Context: an optimization exercise on an open-source flow, tuned for small area, a short achievable clock period and few clock cycles per item. The choices shown serve that exercise and are no tape-out recipe. In this exercise RTL edits were held to simulation tests only and were not proved equivalent to the original.

// aes256_ctr_mode
module aes256_ctr_mode (
  input  logic         clk,
  input  logic         rst,
  input  logic [31:0]  config_register,
  output logic [31:0]  status_register,
  input  logic [255:0] input_key,
  input  logic [127:0] input_iv,
  output logic         s_axis_tready,
  input  logic         s_axis_tvalid,
  input  logic         s_axis_tlast,
  input  logic [127:0] s_axis_tdata,
  input  logic         m_axis_tready,
  output logic         m_axis_tvalid,
  output logic         m_axis_tlast,
  output logic [127:0] m_axis_tdata
);
Size in the first run: ~1900 flip-flops.
Settings: LEC_CHECK=0, CAP_MARGIN=20, CELL_PAD_IN_SITES_DETAIL_PLACEMENT=1, CELL_PAD_IN_SITES_GLOBAL_PLACEMENT=1, CORE_MARGIN=2, CORE_UTILIZATION=35, PLACE_DENSITY=0.6, SLEW_MARGIN=20; clock period 11.0 ns.
standard.sh (not shown) runs the stock make flow with config.mk's settings and CLKGATE_MAP_FILE= SYNTH_SCRIPT=/design/flow/synth_recipe.tcl, a recipe that flattens the netlist after the stock synthesis.
==> flow/flow/run.sh <==
#!/bin/bash
# The standard layout (the standard flow's config.mk and SDC, ORFS's steps and scripts), with three changes:
#  - synthesis maps the logic with flow/abc.script, a shorter ABC script than ORFS's speed
#    script (one choice computation and one mapping pass, then ORFS's usual buffering and
#    sizing). Everything else in synthesis, including the flip-flop mapping, is unchanged.
#  - the port buffers that ORFS puts on every input and output are buf_4 cells instead of the
#    resizer's default choice (a slow delay buffer).
#  - ORFS's repair_timing steps aim for 6.7 ns of setup slack (SETUP_SLACK_MARGIN) instead of
#    0, so they size and buffer the paths longer than 4.3 ns. The SDC is the standard flow's, unchanged.
# The make output goes to standard_flow.log; ORFS's per-step logs are under orfs/logs/.
set -euo pipefail
here=$(pwd)
rm -rf "$here/scripts"
cp -r "$FLOW_HOME/scripts" "$here/scripts"
cp "$here/flow/abc.script" "$here/scripts/abc_speed.script"
bash standard.sh finish SCRIPTS_DIR="$here/scripts" \
  "BUFFER_PORTS_ARGS=-buffer_cell sky130_fd_sc_hd__buf_4" SETUP_SLACK_MARGIN=6.7 \
  > "$here/standard_flow.log" 2>&1
==> flow/flow/abc.script <==
&get -n
&st
&dch
&nf
&put
buffer -c
topo
stime -c
upsize -c
dnsize -c
Testbench counts at the start, summed over its fixed seeds: cycles 19,511, items 2,583.
Next try:
--- a/flow/flow/run.sh
+++ b/flow/flow/run.sh
@@ -2 +2 @@
-# The standard layout (the standard flow's config.mk and SDC, ORFS's steps and scripts), with three changes:
+# The standard layout (the standard flow's config.mk and SDC, ORFS's steps and scripts), with two changes:
@@ -8,2 +7,0 @@
-#  - ORFS's repair_timing steps aim for 6.7 ns of setup slack (SETUP_SLACK_MARGIN) instead of
-#    0, so they size and buffer the paths longer than 4.3 ns. The SDC is the standard flow's, unchanged.
@@ -17 +15 @@
-  "BUFFER_PORTS_ARGS=-buffer_cell sky130_fd_sc_hd__buf_4" SETUP_SLACK_MARGIN=6.7 \
+  "BUFFER_PORTS_ARGS=-buffer_cell sky130_fd_sc_hd__buf_4" \
Via count barely changes.
Sequential cell count does not change.
Clock-buffer cell count shrinks by 31.
Routed wire length grows slightly.
Utilization stays flat.
Die area does not change.
Cell area hardly moves.
Maximum frequency shrinks by a little under a tenth.
Synthesized cell count does not change.

========
aes256_ctr_mode, a different RTL version from the one above (not shown whole).
Size in the first run: about 710 I/O pins, ~0.10 mm² of cells after synthesis.
export LEC_CHECK = 0
export CAP_MARGIN = 20
export CELL_PAD_IN_SITES_DETAIL_PLACEMENT = 1
export CELL_PAD_IN_SITES_GLOBAL_PLACEMENT = 1
export CORE_MARGIN = 2
export CORE_UTILIZATION = 45
export CTS_CLUSTER_DIAMETER = 60
export CTS_CLUSTER_SIZE = 20
export PLACE_DENSITY = 0.62
export SLEW_MARGIN = 20
create_clock -name core_clock -period 11.0 [get_ports {clk}]
==> flow/flow/run.sh <==
#!/bin/bash
# The standard layout (the standard flow's config.mk and SDC, ORFS's steps and scripts), with three changes:
#  - synthesis maps the logic with flow/abc.script, a shorter ABC script than ORFS's speed
#    script (one choice computation and one mapping pass with extra area recovery, then ORFS's usual buffering and
#    sizing). Everything else in synthesis, including the flip-flop mapping, is unchanged.
#  - the port buffers that ORFS puts on every input and output are buf_2 cells instead of the
#    resizer's default choice (a slow delay buffer).
#  - ORFS's repair_timing steps aim for 7.3 ns of setup slack (SETUP_SLACK_MARGIN) instead of
#    0, so they size and buffer the paths longer than 3.7 ns. The SDC is the standard flow's, unchanged.
# The make output goes to standard_flow.log; ORFS's per-step logs are under orfs/logs/.
set -euo pipefail
here=$(pwd)
rm -rf "$here/scripts"
cp -r "$FLOW_HOME/scripts" "$here/scripts"
cp "$here/flow/abc.script" "$here/scripts/abc_speed.script"
bash standard.sh finish SCRIPTS_DIR="$here/scripts" \
  "BUFFER_PORTS_ARGS=-buffer_cell sky130_fd_sc_hd__buf_2" SETUP_SLACK_MARGIN=7.3 \
  > "$here/standard_flow.log" 2>&1
==> flow/flow/abc.script <==
&get -n
&st
&dch
&nf -R 1000
&put
buffer -c
topo
stime -c
upsize -c
dnsize -c
Testbench counts at the start, summed over its fixed seeds: cycles 18,975, items 2,583.
Change:
--- a/flow/flow/run.sh
+++ b/flow/flow/run.sh
@@ -3,3 +3,3 @@
 #  - synthesis maps the logic with flow/abc.script, a shorter ABC script than ORFS's speed
-#    script (one choice computation and one mapping pass with extra area recovery, then ORFS's usual buffering and
+#    script (one choice computation and one mapping pass, then ORFS's usual buffering and
 #    sizing). Everything else in synthesis, including the flip-flop mapping, is unchanged.
==> flow/flow/abc.script (replaced) <==
&get -n
&st
&dch
&nf
&put
buffer -c
topo
stime -c
upsize -c
dnsize -c
Result: The new run passed the timing, design-rule and antenna checks; utilization fell by 0.96 points; non-clock buffer count goes down by 4; synthesized cell count stays flat; count of clock-buffer cells in the layout is higher by 5; sequential share of layout area is lower by 0.85 points; die area went up by 4.3%; global-route usage fell by 0.15 points; cell area came out higher by 2.7%.

========
aes256_ctr_mode again, from the RTL that the note above started with.
// aes256_ctr_mode
module aes256_ctr_mode (
  input  logic         clk,
  input  logic         rst,
  input  logic [31:0]  config_register,
  output logic [31:0]  status_register,
  input  logic [255:0] input_key,
  input  logic [127:0] input_iv,
  output logic         s_axis_tready,
  input  logic         s_axis_tvalid,
  input  logic         s_axis_tlast,
  input  logic [127:0] s_axis_tdata,
  input  logic         m_axis_tready,
  output logic         m_axis_tvalid,
  output logic         m_axis_tlast,
  output logic [127:0] m_axis_tdata
);
Settings: LEC_CHECK=0, CAP_MARGIN=20, CELL_PAD_IN_SITES_DETAIL_PLACEMENT=1, CELL_PAD_IN_SITES_GLOBAL_PLACEMENT=1, CORE_MARGIN=2, CORE_UTILIZATION=45, CTS_CLUSTER_DIAMETER=70, CTS_CLUSTER_SIZE=25, PLACE_DENSITY=0.62, SLEW_MARGIN=20; clock period 11.0 ns.
==> flow/flow/run.sh <==
#!/bin/bash
# The standard layout (the standard flow's config.mk and SDC, ORFS's steps and scripts), with three changes:
#  - synthesis maps the logic with flow/abc.script, a shorter ABC script than ORFS's speed
#    script (one choice computation and one mapping pass, then ORFS's usual buffering and
#    sizing). Everything else in synthesis, including the flip-flop mapping, is unchanged.
#  - the port buffers that ORFS puts on every input and output are buf_2 cells instead of the
#    resizer's default choice (a slow delay buffer).
#  - ORFS's repair_timing steps aim for 7.2 ns of setup slack (SETUP_SLACK_MARGIN) instead of
#    0, so they size and buffer the paths longer than 3.8 ns. The SDC is the standard flow's, unchanged.
# The make output goes to standard_flow.log; ORFS's per-step logs are under orfs/logs/.
set -euo pipefail
here=$(pwd)
rm -rf "$here/scripts"
cp -r "$FLOW_HOME/scripts" "$here/scripts"
cp "$here/flow/abc.script" "$here/scripts/abc_speed.script"
bash standard.sh finish SCRIPTS_DIR="$here/scripts" \
  "BUFFER_PORTS_ARGS=-buffer_cell sky130_fd_sc_hd__buf_2" SETUP_SLACK_MARGIN=7.2 \
  > "$here/standard_flow.log" 2>&1
==> flow/flow/abc.script <==
&get -n
&st
&dch
&nf
&put
buffer -c
topo
stime -c
upsize -c
dnsize -c
The baseline produced a clean layout.
Testbench counts at the start, summed over its fixed seeds: cycles 18,975, items 2,583.
Edit:
--- a/flow/flow/run.sh
+++ b/flow/flow/run.sh
@@ -8,2 +8,2 @@
-#  - ORFS's repair_timing steps aim for 7.2 ns of setup slack (SETUP_SLACK_MARGIN) instead of
-#    0, so they size and buffer the paths longer than 3.8 ns. The SDC is the standard flow's, unchanged.
+#  - ORFS's repair_timing steps aim for 7.3 ns of setup slack (SETUP_SLACK_MARGIN) instead of
+#    0, so they size and buffer the paths longer than 3.7 ns. The SDC is the standard flow's, unchanged.
@@ -17 +17 @@
-  "BUFFER_PORTS_ARGS=-buffer_cell sky130_fd_sc_hd__buf_2" SETUP_SLACK_MARGIN=7.2 \
+  "BUFFER_PORTS_ARGS=-buffer_cell sky130_fd_sc_hd__buf_2" SETUP_SLACK_MARGIN=7.3 \
Settings changed: CORE_UTILIZATION 45 to 55, CTS_CLUSTER_DIAMETER 70 to 60, CTS_CLUSTER_SIZE 25 to 20, PLACE_DENSITY 0.62 to 0.7.
Effect:
- routed wire length rises by 7.1%
- first-iteration DRC count came out higher by 36%
- die area drops by 18%
Edit:
Settings changed: CORE_UTILIZATION 55 to 45, CTS_CLUSTER_DIAMETER 60 to 70, CTS_CLUSTER_SIZE 20 to 25, PLACE_DENSITY 0.7 to 0.62.
The changed run completed without violations.
Hold slack gets worse by 0.0051 ns.
Routed wire length came out lower by 5.7%.
Final area came out lower by 0.48%.
Worst setup slack gets better by 0.059 ns.
Via count came out lower by 6.1%.
Clock-buffer cell count came out lower by 19.
Critical path depth came out lower by 11.
First-iteration DRC count came out lower by 32%.
Edit:
Settings changed: CTS_CLUSTER_DIAMETER 70 to 80, CTS_CLUSTER_SIZE 25 to 30.
After rerunning: Worst setup slack barely changes; wire length is lower by 0.45%; core utilization is lower by 0.31 points; register-to-register slack got worse by 0.05 ns; cell count is lower by 0.33%; via count is lower by 0.54%.

## port drivers added, routing unchanged
No port has a modelled driver above. Below, the same layouts with a new extraction and two added sets of constraints.
Step 1: set_driving_cell puts a clkbuf_16 on clk and a buf_2 on each other input, an assumption about the parent block.
Step 2 adds t to the input delays and takes it off the output delays; t is the mean of the earliest and latest rising clock arrival at the registers after step 1. Input paths then give back, and output paths get back, about the clock's delay inside the block.
Slacks: ideal ports / drivers / drivers and shift; pairs: ideal ports / drivers.
run	t, ns	slack for setup (ns)	latest minus earliest clock arrival (ns)	worst slew at a driven data input, ns
the first run of note 1	1.020	6.880 / 6.880 / 6.094	0.058 / 0.059	0.10
the second run of note 1	1.015	6.492 / 6.492 / 5.742	0.072 / 0.072	0.09
the first run of note 2	0.942	5.648 / 5.648 / 5.648	0.049 / 0.049	0.12
the second run of note 2	0.945	7.213 / 7.102 / 6.647	0.069 / 0.069	0.20
the first run of note 3	0.908	7.197 / 7.145 / 6.499	0.058 / 0.059	0.19
the second run of note 3	0.957	7.168 / 7.126 / 6.420	0.055 / 0.055	0.12
the third run of note 3	0.918	7.227 / 7.120 / 6.669	0.057 / 0.058	0.19
the fourth run of note 3	0.927	7.230 / 7.140 / 6.436	0.064 / 0.064	0.19
After both steps setup and hold are still met in every run listed. The setup slack of the fourth run of note 3, which loses most, moves by -0.090 ns with the drivers and by -0.794 ns with both steps.
